From an optimization exercise on the open Yosys and OpenROAD flow, aimed at small area; shortcuts taken in it are not production practice. The RTL was checked by simulation tests, not by an equivalence proof against the original design. No activity file was given, so power comes from the tool's default toggle rates.

==> module adxl_reg_mirror, before the edit <==
module adxl_reg_mirror (
    input  logic         S_AXI_LITE_ACLK,
    input  logic         rst,
    output logic         pending_any,
    input  logic [5:0]   seq_addr,
    output logic         seq_pending,
    output logic [7:0]   seq_byte,
    input  logic         clear_pending,
    input  logic         rx_wr,
    input  logic [7:0]   rx_data,
    input  logic         bus_wr_en,
    input  logic [3:0]   bus_wr_word,
    input  logic [31:0]  bus_wr_data,
    input  logic [3:0]   bus_wr_strb,
    input  logic [3:0]   bus_rd_word,
    output logic [31:0]  bus_rd_data
);
    localparam logic [63:0] write_mask = 64'h0102_F7FF_E000_0000;
    logic [7:0]  regs [64];
    logic [63:0] pending;
    logic [63:0] seq_hit;
    logic [63:0] host_hit;
    logic [7:0]  rx_byte;
    logic        host_wr;
    logic [7:0]  seq_or [65];
    logic        pend_or [65];
    logic [7:0]  rx_lo;
    logic [7:0]  rx_hi;
    logic [63:0] rx_en;
    assign host_wr = bus_wr_en && !rst;
    assign rx_byte = rst ? 8'h00 : rx_data;
    for (genvar j = 0; j < 8; j++) begin : g_pre
        assign rx_lo[j] = rst || (seq_addr[2:0] == 3'(j));
        assign rx_hi[j] = rst || (rx_wr && seq_addr[5:3] == 3'(j));
    end
    logic [3:0]  hold_lo;
    logic [15:0] hold_hi;
    logic        rx_idle;
    assign rx_idle = !rst && !rx_wr;
    for (genvar j = 0; j < 4; j++) begin : g_hlo
        assign hold_lo[j] = rx_idle || (seq_addr[1:0] != 2'(j));
    end
    for (genvar j = 0; j < 16; j++) begin : g_hhi
        assign hold_hi[j] = rx_idle || (seq_addr[5:2] != 4'(j));
    end
    for (genvar i = 0; i < 64; i++) begin : g_byte
        assign seq_hit[i] = (seq_addr == 6'(i));
        assign rx_en[i]   = rx_lo[i % 8] && rx_hi[i / 8];
        if (write_mask[i]) begin : g_wr
            assign host_hit[i] = host_wr && (bus_wr_word == 4'(i / 4))
                                 && bus_wr_strb[i % 4];
            logic take_rx;
            logic keep;
            assign take_rx = rx_en[i] && !host_hit[i];
            assign keep    = !rx_en[i] && !host_hit[i];
            always_ff @(posedge S_AXI_LITE_ACLK) begin
                regs[i] <= ({8{host_hit[i]}} & bus_wr_data[8*(i%4) +: 8])
                         | ({8{take_rx}} & rx_byte)
                         | ({8{keep}} & regs[i]);
                if (rst || host_hit[i] || (clear_pending && seq_hit[i]))
                    pending[i] <= host_hit[i];
            end
            assign seq_or[i+1]  = seq_or[i] | (seq_hit[i] ? regs[i] : 8'h00);
            assign pend_or[i+1] = pend_or[i] | (seq_hit[i] && pending[i]);
        end else begin : g_ro
            assign host_hit[i] = 1'b0;
            assign pending[i]  = 1'b0;
            logic keep;
            assign keep = !rst && (hold_lo[i % 4] || hold_hi[i / 4]);
            always_ff @(posedge S_AXI_LITE_ACLK) begin
                regs[i] <= ({8{rx_en[i]}} & rx_byte) | ({8{keep}} & regs[i]);
            end
            assign seq_or[i+1]  = seq_or[i];
            assign pend_or[i+1] = pend_or[i];
        end
    end
    assign seq_or[0]   = 8'h00;
    assign pend_or[0]  = 1'b0;
    assign seq_byte    = seq_or[64];
    assign seq_pending = pend_or[64];
    assign pending_any = |pending;
    always_comb begin
        for (int b = 0; b < 4; b++)
            bus_rd_data[8*b +: 8] = regs[{bus_rd_word, 2'(b)}];
    end
endmodule
clock: 10.0 ns
lec_check: 0
abc_area: 1
cap_margin: 20
core_margin: 2
core_utilization: 62
gpl_timing_driven: 0
slew_margin: 20
standard.sh (not shown) runs the stock make flow with config.mk's settings and CLKGATE_MAP_FILE= SYNTH_SCRIPT=/design/flow/synth_recipe.tcl, a recipe that flattens the netlist after the stock synthesis.
==> flow/flow/run.sh <==
#!/bin/bash
# Standard synthesis, then ABC re-maps its combinational logic for area
# (registers untouched; several ABC scripts are tried and the smallest
# netlist is kept), then the standard layout with small port buffers and a
# clock tree without dummy loads. Each tool's output goes to its own log.
set -euo pipefail
W=$(pwd)
R=$W/orfs/results/$FLOW_PLATFORM/axi_adxl345/base
LIB=$FLOW_HOME/platforms/$FLOW_PLATFORM/lib/sky130_fd_sc_hd__tt_025C_1v80.lib
YOSYS=$(command -v yosys || echo "$FLOW_HOME/../tools/install/yosys/bin/yosys")

bash standard.sh synth > "$W/log_1_standard_synth.log" 2>&1
cp "$R/1_2_yosys.v" "$W/standard_netlist.v"

python3 "$W/flow/comb_lib.py" "$LIB" "$W/comb.lib" > "$W/log_2_comb_lib.log" 2>&1

# candidate ABC scripts: the plain one (0) and deepsyn with a few seeds
cp "$W/flow/abc_base.script" "$W/abc_0.script"
k=1
for s in 0 1 2 8; do
    sed -e "s#@T@#60#" -e "s#@S@#$s#" "$W/flow/abc_deep.script" > "$W/abc_$k.script"
    k=$((k + 1))
done
remap() {
    sed -e "s#@LIB@#$LIB#g" -e "s#@COMB@#$W/comb.lib#g" -e "s#@IN@#$W/standard_netlist.v#g" \
        -e "s#@OUT@#$W/remap_$1.v#g" -e "s#@TOP@#$FLOW_TOP#g" -e "s#@ABC@#$W/abc_$1.script#g" \
        "$W/flow/remap.ys" > "$W/remap_$1.ys"
    timeout 900 "$YOSYS" -l "$W/log_3_remap_$1.log" -q "$W/remap_$1.ys" > /dev/null 2>&1 || true
}
for k in 1 2 3 4; do remap $k & done
wait
remap 0
best=$(python3 "$W/flow/pick.py" "$W" 0 1 2 3 4 2> "$W/log_3_remap_areas.log")
echo "picked remap_$best" > "$W/log_3_remap_pick.log"
rm -f "$W/comb.lib"
cp "$W/remap_$best.v" "$R/1_2_yosys.v"

bash standard.sh \
    BUFFER_PORTS_ARGS="-buffer_cell sky130_fd_sc_hd__buf_1" \
    CTS_ARGS="$(cat "$W/flow/cts_args")" \
    finish > "$W/log_4_standard_layout.log" 2>&1
Other scripts of this flow, unchanged in this note and not shown: flow/flow/abc_base.script, flow/flow/abc_deep.script, flow/flow/comb_lib.py, flow/flow/cts_args, flow/flow/pick.py, flow/flow/remap.ys
Edit:
--- a/flow/design.v
+++ b/flow/design.v
@@ -93,14 +93,4 @@
         assign rx_hi[j] = rst || (rx_wr && seq_addr[5:3] == 3'(j));
     end
-    logic [3:0]  hold_lo;
-    logic [15:0] hold_hi;
-    logic        rx_idle;
-    assign rx_idle = !rst && !rx_wr;
-    for (genvar j = 0; j < 4; j++) begin : g_hlo
-        assign hold_lo[j] = rx_idle || (seq_addr[1:0] != 2'(j));
-    end
-    for (genvar j = 0; j < 16; j++) begin : g_hhi
-        assign hold_hi[j] = rx_idle || (seq_addr[5:2] != 4'(j));
-    end
     for (genvar i = 0; i < 64; i++) begin : g_byte
         assign seq_hit[i] = (seq_addr == 6'(i));
@@ -125,8 +115,6 @@
             assign host_hit[i] = 1'b0;
             assign pending[i]  = 1'b0;
-            logic keep;
-            assign keep = !rst && (hold_lo[i % 4] || hold_hi[i / 4]);
             always_ff @(posedge S_AXI_LITE_ACLK) begin
-                regs[i] <= ({8{rx_en[i]}} & rx_byte) | ({8{keep}} & regs[i]);
+                regs[i] <= ({8{rx_en[i]}} & rx_byte) | ({8{!rx_en[i]}} & regs[i]);
             end
             assign seq_or[i+1]  = seq_or[i];
Area after synthesis barely changes.
Fmax grows by a few percent.
Via count shrinks by about a fifth.
Routed wire length shrinks by a few percent.
Total power shrinks slightly.
Cell count shrinks by about a fifth.
Cell area shrinks slightly.
Clock skew stays flat.
Setup slack is better by 0.28 ns.
Hold slack is better by 0.0089 ns.
Count of clock-buffer cells in the layout does not change.
Non-clock buffer count shrinks by 11.

## re-timing with driven ports
Ports are ideal in the flow. The routed layouts listed here were re-timed in OpenROAD.
Step 1: set_driving_cell puts a clkbuf_16 on S_AXI_LITE_ACLK and a buf_2 on each other input, an assumption about the parent block.
Step 2 adds t to the input delays and takes it off the output delays; t is the mean of the earliest and latest rising clock arrival at the registers after step 1. Input paths then give back, and output paths get back, about the clock's delay inside the block.
Three values: no drivers, after step 1, after step 2; two values: the first two.
run	t, ns	slack for setup (ns)	worst setup path after step 2	clock arrival spread, ns	worst register clock-pin slew, ns
the first run	0.645	4.282 / 4.319 / 3.673	input to register	0.039 / 0.039	0.09 / 0.09
the second run	0.661	4.566 / 4.506 / 4.666	input to register	0.041 / 0.041	0.09 / 0.09
After both steps setup and hold are still met in every run listed. For the first run, which loses most, drivers alone change the setup slack by +0.037 ns; drivers and shift together by -0.609 ns.
